This is an optimization exercise on Yosys and OpenROAD, whose aim is small area, not a production implementation.
In this exercise RTL edits were held to simulation tests only and were not proved equivalent to the original.

### flow/design.v
`default_nettype none
package tsvm_pkg;
  localparam int StackDepth = 16;
  localparam int DataWidth  = 32;
  localparam int AddrW      = $clog2(StackDepth);
  localparam int CntW       = $clog2(StackDepth + 1);
  localparam int CmdQDepth  = 2;
  localparam int CmdW       = 4 + DataWidth;
  typedef logic [DataWidth-1:0] data_t;
  typedef logic [CntW-1:0]      cnt_t;
  localparam logic [3:0] KindPush   = 4'd0;
  localparam logic [3:0] KindIstore = 4'd1;
  localparam logic [3:0] KindPrint  = 4'd2;
  localparam logic [3:0] KindNot    = 4'd3;
  localparam logic [3:0] KindLt     = 4'd4;
  localparam logic [3:0] KindGt     = 4'd5;
  localparam logic [3:0] KindAdd    = 4'd6;
  localparam logic [3:0] KindSub    = 4'd7;
  localparam logic [3:0] KindMul    = 4'd8;
  localparam logic [3:0] KindDiv    = 4'd9;
  localparam logic [3:0] KindOr     = 4'd10;
  localparam logic [3:0] KindEq     = 4'd11;
  localparam logic [3:0] KindAnd    = 4'd12;
  typedef enum logic [3:0] {
    OpPush, OpIstore, OpPrint, OpNot,
    OpLt, OpGt, OpAdd, OpSub, OpMul, OpDiv, OpOr, OpEq, OpAnd
  } op_e;
  typedef enum logic [1:0] {
    StOk      = 2'd0,
    StUnder   = 2'd1,
    StOver    = 2'd2,
    StDivZero = 2'd3
  } status_e;
  typedef enum logic [1:0] {
    BkIdle, BkRead, BkDiv, BkCommit
  } bk_state_e;
  typedef struct packed {
    op_e   op;
    data_t imm;
  } cmd_t;
endpackage
`default_nettype wire
`default_nettype none
import tsvm_pkg::*;
module tsvm_front (
  input  wire logic                  accept_i,
  input  wire logic [3:0]            kind_i,
  input  wire logic [31:0]           immediate_i,
  output tsvm_pkg::cmd_t             cmd_o,
  output logic                       cmd_valid_o
);
  logic known;
  always_comb begin
    known     = 1'b1;
    cmd_o.imm = immediate_i;
    cmd_o.op  = OpPush;
    case (kind_i)
      KindPush:   cmd_o.op = OpPush;
      KindIstore: cmd_o.op = OpIstore;
      KindPrint:  cmd_o.op = OpPrint;
      KindNot:    cmd_o.op = OpNot;
      KindLt:     cmd_o.op = OpLt;
      KindGt:     cmd_o.op = OpGt;
      KindAdd:    cmd_o.op = OpAdd;
      KindSub:    cmd_o.op = OpSub;
      KindMul:    cmd_o.op = OpMul;
      KindDiv:    cmd_o.op = OpDiv;
      KindOr:     cmd_o.op = OpOr;
      KindEq:     cmd_o.op = OpEq;
      KindAnd:    cmd_o.op = OpAnd;
      default:    known = 1'b0;
    endcase
    cmd_valid_o = accept_i & known;
  end
endmodule
`default_nettype wire
`default_nettype none
import tsvm_pkg::*;
module tsvm_cmd_q (
  input  wire logic           clk_i,
  input  wire logic           rst_ni,
  input  wire logic           push_i,
  input  wire tsvm_pkg::cmd_t cmd_i,
  output logic                full_o,
  input  wire logic           pop_i,
  output tsvm_pkg::cmd_t      cmd_o,
  output logic                empty_o
);
  localparam int PtrW = $clog2(CmdQDepth);
  localparam int QCntW = $clog2(CmdQDepth + 1);
  logic [CmdW-1:0]  entry_q [CmdQDepth];
  logic [PtrW-1:0]  wr_ptr_q, rd_ptr_q;
  logic [QCntW-1:0] count_q;
  logic             do_push, do_pop;
  assign full_o  = (count_q == QCntW'(CmdQDepth));
  assign empty_o = (count_q == '0);
  assign do_push = push_i & ~full_o;
  assign do_pop  = pop_i & ~empty_o;
  assign cmd_o   = entry_q[rd_ptr_q];
  always_ff @(posedge clk_i) begin
    if (do_push) entry_q[wr_ptr_q] <= cmd_i;
  end
  always_ff @(posedge clk_i or negedge rst_ni) begin
    if (!rst_ni) begin
      wr_ptr_q <= '0;
      rd_ptr_q <= '0;
      count_q  <= '0;
    end else begin
      if (do_push) wr_ptr_q <= (wr_ptr_q == PtrW'(CmdQDepth - 1)) ? '0 : wr_ptr_q + 1'b1;
      if (do_pop)  rd_ptr_q <= (rd_ptr_q == PtrW'(CmdQDepth - 1)) ? '0 : rd_ptr_q + 1'b1;
      if (do_push && !do_pop)      count_q <= count_q + 1'b1;
      else if (do_pop && !do_push) count_q <= count_q - 1'b1;
    end
  end
endmodule
`default_nettype wire
`default_nettype none
import tsvm_pkg::*;
module tsvm_div (
  input  wire logic            clk_i,
  input  wire logic            rst_ni,
  input  wire logic            start_i,
  input  wire tsvm_pkg::data_t dividend_i,
  input  wire tsvm_pkg::data_t divisor_i,
  output logic                 done_o,
  output tsvm_pkg::data_t      quotient_o
);
  localparam int DivCntW = $clog2(DataWidth);
  logic               busy_q, fin_q, neg_q;
  logic [DivCntW-1:0] cnt_q;
  logic [DataWidth:0] rem_q, rem_sh, trial;
  tsvm_pkg::data_t              quo_q, mag_q;
  assign rem_sh     = {rem_q[DataWidth-1:0], quo_q[DataWidth-1]};
  assign trial      = rem_sh - {1'b0, mag_q};
  assign done_o     = fin_q;
  assign quotient_o = neg_q ? (~quo_q + 1'b1) : quo_q;
  always_ff @(posedge clk_i) begin
    if (start_i) begin
      neg_q <= dividend_i[DataWidth-1] ^ divisor_i[DataWidth-1];
      quo_q <= dividend_i[DataWidth-1] ? (~dividend_i + 1'b1) : dividend_i;
      mag_q <= divisor_i[DataWidth-1] ? (~divisor_i + 1'b1) : divisor_i;
      rem_q <= '0;
    end else if (busy_q) begin
      rem_q <= trial[DataWidth] ? rem_sh : trial;
      quo_q <= {quo_q[DataWidth-2:0], ~trial[DataWidth]};
    end
  end
  always_ff @(posedge clk_i or negedge rst_ni) begin
    if (!rst_ni) begin
      busy_q <= 1'b0;
      fin_q  <= 1'b0;
      cnt_q  <= '0;
    end else begin
      fin_q <= 1'b0;
      if (start_i) begin
        busy_q <= 1'b1;
        cnt_q  <= '0;
      end else if (busy_q) begin
        cnt_q <= cnt_q + 1'b1;
        if (cnt_q == DivCntW'(DataWidth - 1)) begin
          busy_q <= 1'b0;
          fin_q  <= 1'b1;
        end
      end
    end
  end
endmodule
`default_nettype wire
`default_nettype none
import tsvm_pkg::*;
module tsvm_back (
  input  wire logic              clk_i,
  input  wire logic              rst_ni,
  input  wire tsvm_pkg::cmd_t    cmd_i,
  input  wire logic              cmd_valid_i,
  output logic                   cmd_pop_o,
  output logic                   res_valid_o,
  output tsvm_pkg::data_t        res_value_o,
  output logic [1:0]             res_status_o,
  input  wire logic              res_pop_i
);
  tsvm_pkg::bk_state_e state_q, state_d;
  logic [DataWidth-1:0] opnd_mem [StackDepth];
  logic [DataWidth-1:0] rslt_mem [StackDepth];
  tsvm_pkg::op_e     op_q;
  tsvm_pkg::data_t   imm_q;
  tsvm_pkg::cnt_t    oc_q, rc_q, oc_m1, oc_m2, rc_m1;
  tsvm_pkg::data_t   rd_a_q, rd_b_q, rd_r_q;
  logic    err_q, emit_q;
  tsvm_pkg::status_e st_q;
  tsvm_pkg::data_t   res_q;
  logic    out_valid_q;
  tsvm_pkg::data_t   out_value_q;
  tsvm_pkg::status_e out_status_q;
  logic    rd_en, div_start, div_done, commit_go, out_free;
  logic    chk_err, is_binary;
  tsvm_pkg::status_e chk_st;
  tsvm_pkg::data_t   alu_res, div_q;
  logic    opnd_we, rslt_we;
  logic [AddrW-1:0] opnd_waddr;
  logic    bool_l, bool_r;
  assign oc_m1    = oc_q - 1'b1;
  assign oc_m2    = oc_q - 2'd2;
  assign rc_m1    = rc_q - 1'b1;
  assign out_free = ~out_valid_q | res_pop_i;
  assign is_binary = (op_q >= OpLt) && (op_q <= OpAnd);
  assign res_valid_o  = out_valid_q;
  assign res_value_o  = out_value_q;
  assign res_status_o = out_status_q;
  tsvm_div u_div (
    .clk_i      (clk_i),
    .rst_ni     (rst_ni),
    .start_i    (div_start),
    .dividend_i (rd_b_q),
    .divisor_i  (rd_a_q),
    .done_o     (div_done),
    .quotient_o (div_q)
  );
  always_comb begin
    chk_err = 1'b0;
    chk_st  = StOk;
    case (op_q)
      OpPush: begin
        if (oc_q == CntW'(StackDepth)) begin chk_err = 1'b1; chk_st = StOver; end
      end
      OpIstore: begin
        if (rc_q == '0) begin chk_err = 1'b1; chk_st = StUnder; end
        else if (oc_q == CntW'(StackDepth)) begin chk_err = 1'b1; chk_st = StOver; end
      end
      OpPrint, OpNot: begin
        if (oc_q == '0) begin chk_err = 1'b1; chk_st = StUnder; end
      end
      default: begin
        if (oc_q < CntW'(2)) begin chk_err = 1'b1; chk_st = StUnder; end
        else if (rc_q == CntW'(StackDepth)) begin chk_err = 1'b1; chk_st = StOver; end
        else if (op_q == OpDiv && rd_a_q == '0) begin
          chk_err = 1'b1;
          chk_st  = StDivZero;
        end
      end
    endcase
  end
  always_comb begin
    bool_l  = |rd_b_q;
    bool_r  = |rd_a_q;
    alu_res = '0;
    case (op_q)
      OpPush:   alu_res = imm_q;
      OpIstore: alu_res = rd_r_q;
      OpPrint:  alu_res = rd_a_q;
      OpNot:    alu_res = {{(DataWidth-1){1'b0}}, !bool_r};
      OpLt:     alu_res = {{(DataWidth-1){1'b0}}, $signed(rd_b_q) < $signed(rd_a_q)};
      OpGt:     alu_res = {{(DataWidth-1){1'b0}}, $signed(rd_b_q) > $signed(rd_a_q)};
      OpAdd:    alu_res = rd_b_q + rd_a_q;
      OpSub:    alu_res = rd_b_q - rd_a_q;
      OpMul:    alu_res = rd_b_q * rd_a_q;
      OpOr:     alu_res = {{(DataWidth-1){1'b0}}, bool_l | bool_r};
      OpEq:     alu_res = {{(DataWidth-1){1'b0}}, bool_l == bool_r};
      OpAnd:    alu_res = {{(DataWidth-1){1'b0}}, bool_l & bool_r};
      default:  alu_res = '0;
    endcase
  end
  always_comb begin
    state_d   = state_q;
    cmd_pop_o = 1'b0;
    rd_en     = 1'b0;
    div_start = 1'b0;
    commit_go = 1'b0;
    case (state_q)
      BkIdle: begin
        if (cmd_valid_i) begin
          cmd_pop_o = 1'b1;
          rd_en     = 1'b1;
          state_d   = BkRead;
        end
      end
      BkRead: begin
        if (!chk_err && op_q == OpDiv) begin
          div_start = 1'b1;
          state_d   = BkDiv;
        end else begin
          state_d = BkCommit;
        end
      end
      BkDiv: begin
        if (div_done) state_d = BkCommit;
      end
      BkCommit: begin
        if (!emit_q || out_free) begin
          commit_go = 1'b1;
          state_d   = BkIdle;
        end
      end
      default: state_d = BkIdle;
    endcase
  end
  assign opnd_we    = commit_go & ~err_q &
                      (op_q == OpPush || op_q == OpIstore || op_q == OpNot);
  assign opnd_waddr = (op_q == OpNot) ? oc_m1[AddrW-1:0] : oc_q[AddrW-1:0];
  assign rslt_we    = commit_go & ~err_q & is_binary;
  always_ff @(posedge clk_i) begin
    if (opnd_we) opnd_mem[opnd_waddr] <= res_q;
    if (rd_en) begin
      rd_a_q <= opnd_mem[oc_m1[AddrW-1:0]];
      rd_b_q <= opnd_mem[oc_m2[AddrW-1:0]];
    end
  end
  always_ff @(posedge clk_i) begin
    if (rslt_we) rslt_mem[rc_q[AddrW-1:0]] <= res_q;
    if (rd_en) rd_r_q <= rslt_mem[rc_m1[AddrW-1:0]];
  end
  always_ff @(posedge clk_i) begin
    if (cmd_pop_o) begin
      op_q  <= cmd_i.op;
      imm_q <= cmd_i.imm;
    end
    if (state_q == BkRead) begin
      err_q  <= chk_err;
      st_q   <= chk_st;
      emit_q <= chk_err | (op_q == OpPrint);
      res_q  <= alu_res;
    end else if (state_q == BkDiv && div_done) begin
      res_q <= div_q;
    end
    if (commit_go && emit_q) begin
      out_value_q  <= err_q ? '0 : res_q;
      out_status_q <= st_q;
    end
  end
  always_ff @(posedge clk_i or negedge rst_ni) begin
    if (!rst_ni) begin
      state_q     <= BkIdle;
      oc_q        <= '0;
      rc_q        <= '0;
      out_valid_q <= 1'b0;
    end else begin
      state_q <= state_d;
      if (commit_go && emit_q)  out_valid_q <= 1'b1;
      else if (res_pop_i)       out_valid_q <= 1'b0;
      if (commit_go && !err_q) begin
        case (op_q)
          OpPush:   oc_q <= oc_q + 1'b1;
          OpIstore: begin
            oc_q <= oc_q + 1'b1;
            rc_q <= rc_m1;
          end
          OpPrint:  oc_q <= oc_m1;
          OpNot:    oc_q <= oc_q;
          default: begin
            oc_q <= oc_m2;
            rc_q <= rc_q + 1'b1;
          end
        endcase
      end
    end
  end
endmodule
`default_nettype wire
`default_nettype none
import tsvm_pkg::*;
module two_stack_integer_vm (
  input  wire logic               clk_i,
  input  wire logic               rst_ni,
  input  wire logic               push,
  output logic                    full,
  input  wire logic [3:0]         kind_i,
  input  wire logic signed [31:0] immediate_i,
  output logic                    empty,
  input  wire logic               pop,
  output logic signed [31:0]      value_o,
  output logic [1:0]              status_o
);
  tsvm_pkg::cmd_t  fe_cmd, q_cmd;
  logic  fe_valid, q_full, q_empty, q_pop;
  logic  res_valid;
  tsvm_pkg::data_t res_value;
  tsvm_front u_front (
    .accept_i    (push & ~q_full),
    .kind_i      (kind_i),
    .immediate_i (immediate_i),
    .cmd_o       (fe_cmd),
    .cmd_valid_o (fe_valid)
  );
  tsvm_cmd_q u_cmd_q (
    .clk_i   (clk_i),
    .rst_ni  (rst_ni),
    .push_i  (fe_valid),
    .cmd_i   (fe_cmd),
    .full_o  (q_full),
    .pop_i   (q_pop),
    .cmd_o   (q_cmd),
    .empty_o (q_empty)
  );
  tsvm_back u_back (
    .clk_i        (clk_i),
    .rst_ni       (rst_ni),
    .cmd_i        (q_cmd),
    .cmd_valid_i  (~q_empty),
    .cmd_pop_o    (q_pop),
    .res_valid_o  (res_valid),
    .res_value_o  (res_value),
    .res_status_o (status_o),
    .res_pop_i    (pop)
  );
  assign full    = q_full;
  assign empty   = ~res_valid;
  assign value_o = $signed(res_value);
endmodule
`default_nettype wire
### flow/run.sh
#!/bin/bash
# synth_recipe.tcl (not shown) runs the flow's synth.tcl, then flattens the netlist and writes it again
# the make line also repeats each setting of config.mk as NAME=value (left out here)
make -C /OpenROAD-flow-scripts/flow DESIGN_CONFIG=/design/flow/config.mk WORK_HOME=/design/flow/orfs CLKGATE_MAP_FILE= SYNTH_SCRIPT=/design/flow/synth_recipe.tcl finish
### flow/config.mk
export PLATFORM = sky130hd
export DESIGN_NAME = two_stack_integer_vm
export DESIGN_NICKNAME = two_stack_integer_vm
export VERILOG_FILES = /design/flow/design.v
export SDC_FILE = /design/flow/constraint.sdc
export NUM_CORES = 4
export LEC_CHECK = 0
export CAP_MARGIN = 20
export CORE_MARGIN = 2
export CORE_UTILIZATION = 40
export SLEW_MARGIN = 20
### flow/constraint.sdc
create_clock -name core_clock -period 10.0 [get_ports {clk_i}]
set_input_delay 2.0000 -clock core_clock [delete_from_list [all_inputs] [get_ports {clk_i}]]
set_output_delay 2.0000 -clock core_clock [all_outputs]
set_load 0.01 [all_outputs]
==> reports/qor.csv <==
stage,metric,value,unit
logic_synthesis,synth_area_per_cell,14.5,um2
sta,setup_viol,0,
routing,wire_per_inst,29.0,um
job,maxCapViolations,0,
sta,rsz0062_at_grt,no,
worst_setup_path,cp_max_fo,17,
sta,finalHoldViolations,0,
logic_synthesis,synthArstFlopShare,1.69,%
worst_hold_path,hold_path.class,reg2reg,
cts,cts_setup_buffers,0,
sta,max_freq,113,MHz
cts,cts-resized-gates,0,
sta,worst_pin_slew,1.14,ns
grt,grt_pass1_vias,50300,
grt,antenna_found_initial,12,
worst_setup_path,worst_setup_path_end_kind,flop,
sta,hold_ws,0.423,ns
routing,vias,49800,
grt,grt_overflow_total,0,
finish,fillers,17500,
cts,clk_latency,0.80,ns
sta,fin_crit_sh,88.5,%
logic_synthesis,synth.distinct_cells,76,
cts,cts_max_level,4,
finish,nNetsFinal,6341,
sta,fin_skew,0.0764,ns
routing,drc,0,
cts,clockBufferDepth,3,
routing,firstDrtPassIters,9,
sta,fin_ws,1.15,ns
logic_synthesis,synth_ff_type,edfxtp_1,
routing,drtAntennaViolNets,0,
worst_setup_path,worst-path-buf-inv,3,
placement,hpwl,162000,um
placement,port_buffers,75,
logic_synthesis,synth_top_area_share,50.8,%
cts,ctsHoldBuffers,0,
logic_synthesis,ys_seq_area_share,52.3,%
cts,cts.clk_slew.worst_paths,0.06,ns
floorplanning,row_count,164,
routing,routed_wl,245000,um
logic_synthesis,synthTopCellsByCount,"1363 x edfxtp_1, 509 x inv_1, 480 x mux4_2",
logic_synthesis,yosys-top-cells-area,"edfxtp_1 51%, mux4_2 13%, fa_1 10%, ha_1 3.7%, inv_1 2.4%",
sta,finalCriticalPeriod,8.85,ns
worst_setup_path,crit_arrival,9.30,ns
logic_synthesis,synth_seq_cells,1419,
floorplanning,initial_utilization,40.3,%
logic_synthesis,yosysMostFrequentCell,edfxtp_1,
sta,relSlewSlack,23.4,%
finish,drive_above_1_share,17.4,%
worst_setup_path,path_common_cell,fa_1,
placement,pre_cts_ws,1.33,ns
worst_setup_path,required,10.46,ns
cts,clockRootBuffer,clkbuf_16,
finish,fin_cells,8440,
finish,area_growth,12.3,%
floorplanning,core,200000,um2
worst_setup_path,critPathTopFamily,adder cells,
logic_synthesis,syn-num-nets,6262,
logic_synthesis,yosys.area.top_type,edfxtp_1,
cts,numCtsBuffers,154,
routing,via_per_inst,5.90,
worst_setup_path,max_stage_delay,0.94,ns
routing,drtIter0Drc,6405,
cts,cts_tree,built,
worst_setup_path,cp_slowest_cell,edfxtp_1,
grt,grt_pass1_wl,355000,um
floorplanning,die_w,453,um
placement,dp.cells,8137,
logic_synthesis,syn_area,80600,um2
logic_synthesis,synthCells,5570,
cts,cts_sinks,1419,
floorplanning,die_y,453,um
grt,grt_max_degree,141,
sta,setup_tns,0,ns
logic_synthesis,ys.warnings.count,4,
floorplanning,die_area,205000,um2
run_status,outcome,"complete, no violations",
worst_setup_path,critPathKind,reg2reg,
sta,final_max_slew_viol_count,0,
worst_setup_path,worstSetupStartpointType,flop,
floorplanning,num_io_pins,76,
grt,grtUsageTotal,23.9,%
worst_setup_path,crit_chain,buf_4 > and2_1 > fa_1 > inv_1 > fa_1 > fa_1 > fa_1 > inv_1 > ha_1 > ha_1 > fa_1 > fa_1 > ha_1 > a21oi_1 > nand2_1 > a32o_1 > a31oi_1 > o21ai_0 > a2111oi_0 > nor3_1 > a211oi_1 > o22ai_1,
logic_synthesis,synth-edff-count,1363,
placement,gp_congestion,1.00,
[layer usage]
layer	wire [um]	global-route usage, %	vias up
met1	101000	33.5	26300
met5	0	0	-
met2	113000	37.0	2290
met3	20300	4.08	448
li1	-	-	20800
met4	10900	9.73	0
[registers in the layout (all words and copies together), names as in the netlist, 2 cells and up]
name / flops
u_back.op_q: 4
u_back.res_q: 32
u_back.rc_q: 5
u_back.u_div.quo_q: 32
u_back.opnd_mem: 512
u_back.u_div.cnt_q: 5
u_back.st_q: 2
u_back.out_status_q: 2
u_back.rd_a_q: 32
u_back.u_div.rem_q: 32
u_cmd_q.entry_q: 72
u_back.state_q: 2
u_cmd_q.count_q: 2
u_back.oc_q: 5
u_back.rslt_mem: 512
u_back.rd_b_q: 32
u_back.imm_q: 32
u_back.rd_r_q: 32
u_back.u_div.mag_q: 32
u_back.out_value_q: 32
[kinds of logic (layout without fill, tap and decap cells)]
family	Yosys count	after routing	share of synthesized area, %
AO/OA/AOI/OAI	701	701	5.63
other	0	5	0
AND/OR/NAND/NOR	1138	1138	6.92
XOR/XNOR	231	231	2.51
buffers and inverters	846	1055	3.94
adder cells (fa/ha/maj)	652	652	13.9
multiplexers	583	583	14.7
flip-flops	1419	1419	52.3
[placed cells by master (no fill, tap or decap), types with 164 or more instances in the layout]
cell type  instances
buf_4            164
fa_1             411
nor2_1           176
edfxtp_1        1363
mux4_2           480
ha_1             238
inv_1            507
o21ai_0          184
a21oi_1          164
and2_1           262
nand2_1          388
[area by class of cell]
cell class | instances | area [um2] | share of cell area (%)
repair buffers | 256 | 2290 | 2.53
clock inverters | 101 | 1110 | 1.23
multi-input cells | 3305 | 35600 | 39.4
clock buffers | 185 | 4020 | 4.44
diodes | 5 | 12.5 | 0.0138
inverters | 513 | 1930 | 2.13
well taps | 2656 | 3320 | 3.67
flip-flops and latches | 1419 | 42200 | 46.6
[through the flow]
stage          util (%)  area (um2)
2_1_floorplan         -       80600
3_3_place_gp       42.5       85100
3_5_place_dp       42.6       85100
4_1_cts            45.1       90300
5_1_grt            45.2       90500
6_report           45.2       90500
[worst paths after layout]
check	cells past startpoint	slack [ns]	startpoint	endpoint
min in group asynchronous	2	1.59	rst_ni	u_cmd_q.wr_ptr_q
setup / recovery	22	1.15	u_back.rd_b_q[8]	u_back.res_q[25]
setup reg to reg	22	1.15	u_back.rd_b_q[8]	u_back.res_q[25]
hold reg to reg	0	0.42	u_back.st_q[1]	u_back.out_status_q[1]
hold / removal	0	0.42	u_back.st_q[1]	u_back.out_status_q[1]
max in group asynchronous	2	8.05	rst_ni	u_back.u_div.busy_q

==> re-timing with driven ports <==
How much do the figures lean on ideal ports? The routed layout below was timed once more, with nothing changed but the port constraints. Step 1 (the two cells are an assumption about what drives the block):
set clk [get_ports {clk_i}]
set_driving_cell -lib_cell sky130_fd_sc_hd__clkbuf_16 $clk
set_driving_cell -lib_cell sky130_fd_sc_hd__buf_2 [delete_from_list [all_inputs] $clk]
Step 2, shift: input delay + t, output delay - t, t = (earliest + latest rising clock arrival at the registers) / 2. This alone moves slack from input paths to output paths. Slacks: no drivers / after step 1 / after step 2; pairs: no drivers / after step 1.
shift t [ns]: 0.846
setup slack, ns: 1.155 / 1.155 / 1.155
worst setup path after step 2: register to register
clock arrival spread, ns: 0.077 / 0.077
worst slew at a driven data input, ns: 0.04
After both steps this run still meets setup and hold. The setup slack of this run moves by 0.000 ns with the drivers and by 0.000 ns with both steps.
